From an optimization exercise on the open Yosys and OpenROAD flow, aimed at small area, a short achievable clock period and few clock cycles per item; shortcuts taken in it are not production practice.
Where RTL was checked, it was by simulation tests only, not by an equivalence proof against the original.
Power figures rest on the tool's default switching activity, not on a simulated workload.

lane 1:
Design bresenham_line_stepper_top, start of the top module:
module bresenham_line_stepper_top (
    input  wire logic                            aclk,
    input  wire logic                            aresetn,
    input  wire logic                            cfg_wr_en,
    input  wire logic [bls_pkg::CFG_IDX_W-1:0]   cfg_index,
    input  wire logic [bls_pkg::CFG_DATA_W-1:0]  cfg_wdata,
    input  wire logic                            s_tvalid,
    output logic                                 s_tready,
    input  wire logic [103:0]                    s_tdata,
    input  wire logic                            s_tuser,
    output logic                                 m_tvalid,
    input  wire logic                            m_tready,
    output logic [103:0]                         m_tdata,
    output logic                                 m_tuser,
    output logic                                 m_tlast
);
    localparam int LW = 29;             
    logic [WIN_W-1:0]   win_width_reg;
    logic [WIN_W-1:0]   win_height_reg;
    logic [PITCH_W-1:0] row_pitch_reg;
    logic [BPP_W-1:0]   bpp_reg;
    logic [COLOR_W-1:0] default_color_reg;
    always_ff @(posedge aclk) begin
        if (!aresetn) begin
            win_width_reg     <= WIN_WIDTH_RST;
            win_height_reg    <= WIN_HEIGHT_RST;
            row_pitch_reg     <= ROW_PITCH_RST;
            bpp_reg           <= BYTES_PER_PIX_RST;
            default_color_reg <= DEFAULT_COLOR_RST;
        end else if (cfg_wr_en) begin
            case (cfg_index)
                CFG_WIN_WIDTH:     win_width_reg     <= cfg_wdata[WIN_W-1:0];
  ...
export LEC_CHECK = 0
export CAP_MARGIN = 20
export CORE_MARGIN = 2
export CORE_UTILIZATION = 40
export SETUP_SLACK_MARGIN = 3.5
export SLEW_MARGIN = 20
create_clock -name core_clock -period 8.5 [get_ports {aclk}]
run.sh (not shown) runs the stock make flow with config.mk's settings and CLKGATE_MAP_FILE= SYNTH_SCRIPT=/design/flow/synth_recipe.tcl, a recipe that flattens the netlist after the stock synthesis.
The following lists how lane 2 was set up differently from lane 1:
- an added PLACE_DENSITY of 0.75
- a change of SETUP_SLACK_MARGIN from 3.5 to 4.5
- a change of CORE_UTILIZATION from 40 to 65
Results
Summary — number of non-clock inverters in the layout, lane 2 relative to lane 1: higher, by 1. Final-layout fill cell count shrinks by more than half when moving from lane 1 to lane 2. Lane 2 has worst hold slack after final layout below what lane 1 had. Lane 2 against lane 1: share of power burned in registers fell 3.6 points; power attributed to the clock group about even; wire length on met3 rose about 50%. Lane 2 has first-pass GRT wire length above what lane 1 had.
### lane 2 -> lane 3
- SETUP_SLACK_MARGIN now 4.3, was 4.5
- CORE_UTILIZATION now 40, was 65
- ABC_CLOCK_PERIOD_IN_PS now 4000, previously not set
- PLACE_DENSITY no longer set, was 0.75
[summary]
- Count of plain and timing-repair buffers ends up higher on lane 2.
- Lane 3 and lane 2 ended up with roughly the same ratio of cells with drive above 1 in the final layout.
- After synthesis and placement, the instance count of lane 3 is above that of lane 2.
No run of this note included a check of the RTL's function; only the layout flow was run.

* * *

bresenham_line_stepper_top, a different RTL version from the one above (not shown whole).
Size in the first run: ~2700 cells after synthesis, roughly 290 flip-flops.
Settings: LEC_CHECK=0, CAP_MARGIN=20, CORE_MARGIN=2, CORE_UTILIZATION=40, CTS_BUF_LIST=sky130_fd_sc_hd__clkbuf_16, CTS_CLUSTER_DIAMETER=80, CTS_CLUSTER_SIZE=40, GPL_ROUTABILITY_DRIVEN=0, SETUP_SLACK_MARGIN=3.75, SLEW_MARGIN=20; clock period 8.5 ns.
standard.sh (not shown) runs the stock make flow with config.mk's settings and CLKGATE_MAP_FILE= SYNTH_SCRIPT=/design/flow/synth_recipe.tcl, a recipe that flattens the netlist after the stock synthesis.
==> flow/flow/run.sh <==
#!/bin/bash
# The standard layout (the standard.sh), with the port buffers made from buf_1 cells
# instead of the buffer that buffer_ports picks by default. Every port still gets a buffer.
set -euo pipefail
export BUFFER_PORTS_ARGS="-buffer_cell sky130_fd_sc_hd__buf_1"
bash standard.sh > standard.log 2>&1
Testbench counts at the start, summed over its fixed seeds: cycles 300,770, items 279,162.
Then changed:
CORE_UTILIZATION = 50   (was 40)
GPL_ROUTABILITY_DRIVEN = unset   (was 0)
After rerunning: The changed run passed the timing, design-rule and antenna checks; flip-flop and latch count is unchanged; final area is about the same; maximum frequency stays flat; first-iteration DRC count shrinks by a few percent; combinational power grows by a few percent; total power stays flat; area after synthesis does not change; final cell count shrinks by a few percent; hold slack hardly moves.
Then changed:
CAP_MARGIN = 5   (was 20)
CORE_UTILIZATION = 40   (was 50)
SLEW_MARGIN = 5   (was 20)
What happened: The new run passed the timing, design-rule and antenna checks; final area falls by 1.4%; worst setup slack is better by 0.068 ns; clock power barely changes; final cell count rises by 4.0%.
Then changed:
CAP_MARGIN = 20   (was 5)
SETUP_SLACK_MARGIN = 3.25   (was 3.75)
SLEW_MARGIN = 20   (was 5)
What happened:
- utilization is about the same
- maximum frequency came out lower by 9.4%
- register-to-register slack gets worse by 0.49 ns
- non-clock buffer count went down by 9
- setup slack degrades by 0.49 ns
- cell area is about the same
- routed wire length grows by 0.54%
- combinational power hardly moves
- synthesized area does not change
- worst hold slack improved by 0.0052 ns

* * *

bresenham_line_stepper_top, a different RTL version from the one above (not shown whole).
For scale: about 2600 cells after synthesis, about 23000 sq um of cells after synthesis.
==> flow/config.mk <==
export PLATFORM = sky130hd
export DESIGN_NAME = bresenham_line_stepper_top
export DESIGN_NICKNAME = bresenham_line_stepper_top
export VERILOG_FILES = /design/flow/design.v
export SDC_FILE = /design/flow/constraint.sdc
export NUM_CORES = 4
export LEC_CHECK = 0
export CAP_MARGIN = 20
export CORE_MARGIN = 2
export CORE_UTILIZATION = 40
export CTS_BUF_LIST = sky130_fd_sc_hd__clkbuf_4
export CTS_CLUSTER_SIZE = 20
export SETUP_SLACK_MARGIN = 3.75
export SLEW_MARGIN = 20
==> flow/constraint.sdc <==
create_clock -name core_clock -period 8.5 [get_ports {aclk}]
set_input_delay 1.7000 -clock core_clock [delete_from_list [all_inputs] [get_ports {aclk}]]
set_output_delay 1.7000 -clock core_clock [all_outputs]
set_load 0.01 [all_outputs]
Scripts as last shown in full above: flow/flow/run.sh
Testbench counts at the start, summed over its fixed seeds: cycles 300,770, items 279,162.
Edit:
Settings changed: CTS_BUF_LIST sky130_fd_sc_hd__clkbuf_4 to sky130_fd_sc_hd__clkbuf_8, CTS_CLUSTER_SIZE 20 to 30.
=>
- cell area hardly moves
- synthesized area does not change
- clock skew increases by 33 ps
- via count decreases by 0.93%
- combinational power increases by about 2%
- power increases by 0.35%
- die area stays the same
- global-route usage hardly moves
- sequential cell count does not change
- clock power decreases by about 4%
- fmax hardly moves
Edit:
Settings changed: CTS_BUF_LIST sky130_fd_sc_hd__clkbuf_8 to unset, CTS_CLUSTER_SIZE 30 to unset.
=> The changed run went through all stages and came out clean; routed wire length shrinks slightly; sequential power barely changes; total power grows slightly; first-iteration DRC count shrinks by roughly a tenth; design area grows slightly; non-clock buffer count does not change; utilization grows by 0.20 points; clock skew shrinks by 54 ps.
Edit:
Settings changed: SETUP_SLACK_MARGIN 3.75 to 4.25.
- The changed run finished clean
- count of clock-buffer cells in the layout grows by 9
- flip-flop and latch count does not change
- total power grows by roughly a tenth
- non-clock buffer count grows by 56
- worst hold slack improves by 4.3 ps
- first-iteration DRC count grows by about a fifth
- via count grows slightly
- worst setup slack improves by 52 ps
- area after synthesis does not change
- clock skew grows by 14 ps
- register-to-register slack improves by 50 ps
Edit:
Settings changed: CTS_BUF_LIST set to sky130_fd_sc_hd__clkbuf_16, CTS_CLUSTER_DIAMETER set to 80, CTS_CLUSTER_SIZE set to 40, SETUP_SLACK_MARGIN 4.25 to 3.75.
First-iteration DRC count fell by a few percent; synthesized cell count stays the same; cell count fell by a few percent; clock-buffer cell count fell by 31.

-- what the ideal ports hide --
Ports are ideal in the flow. The routed layouts listed here were re-timed in OpenROAD.
Step 1, drivers: a clkbuf_16 drives aclk and a buf_2 each remaining input, both assumed.
Step 2 adds t to the input delays and takes it off the output delays; t is the mean of the earliest and latest rising clock arrival at the registers after step 1. Input paths then give back, and output paths get back, about the clock's delay inside the block.
Slacks: ideal / step 1 / step 2; pairs: ideal / step 1.
| run | t (ns) | setup slack, ns | hold WS [ns] | worst register clock-pin slew, ns | worst slew at a driven data input, ns |
|---|---|---|---|---|---|
| lane 1 | 0.613 | 3.520 / 3.520 / 2.963 | 0.466 / 0.466 / 0.466 | 0.07 / 0.07 | 0.08 |
| lane 2 | 0.639 | 3.383 / 3.394 / 2.755 | 0.463 / 0.463 / 0.463 | 0.07 / 0.07 | 0.12 |
| lane 3 | 0.609 | 3.488 / 3.488 / 2.958 | 0.463 / 0.463 / 0.463 | 0.06 / 0.06 | 0.11 |
| the first run of note 2 | 0.657 | 3.742 / 3.742 / 3.241 | 0.471 / 0.471 / 0.471 | 0.10 / 0.10 | 0.09 |
| the second run of note 2 | 0.621 | 3.733 / 3.733 / 3.337 | 0.470 / 0.470 / 0.470 | 0.11 / 0.11 | 0.08 |
| the third run of note 2 | 0.649 | 3.801 / 3.801 / 3.311 | 0.464 / 0.464 / 0.464 | 0.09 / 0.09 | 0.09 |
| the fourth run of note 2 | 0.661 | 3.312 / 3.312 / 3.245 | 0.469 / 0.469 / 0.469 | 0.09 / 0.09 | 0.09 |
| the first run of note 3 | 0.925 | 3.689 / 3.689 / 3.161 | 0.464 / 0.464 / 0.464 | 0.08 / 0.08 | 0.11 |
| the second run of note 3 | 0.737 | 3.675 / 3.675 / 3.253 | 0.463 / 0.463 / 0.463 | 0.07 / 0.07 | 0.11 |
| the third run of note 3 | 0.625 | 3.695 / 3.695 / 3.321 | 0.462 / 0.462 / 0.462 | 0.06 / 0.06 | 0.11 |
| the fourth run of note 3 | 0.617 | 3.747 / 3.747 / 3.747 | 0.466 / 0.466 / 0.466 | 0.06 / 0.06 | 0.11 |
| the fifth run of note 3 | 0.633 | 3.690 / 3.690 / 3.362 | 0.468 / 0.468 / 0.468 | 0.09 / 0.09 | 0.11 |
After both steps setup and hold are still met in every run listed. The setup slack of lane 2, which loses most, moves by +0.011 ns with the drivers and by -0.628 ns with both steps.
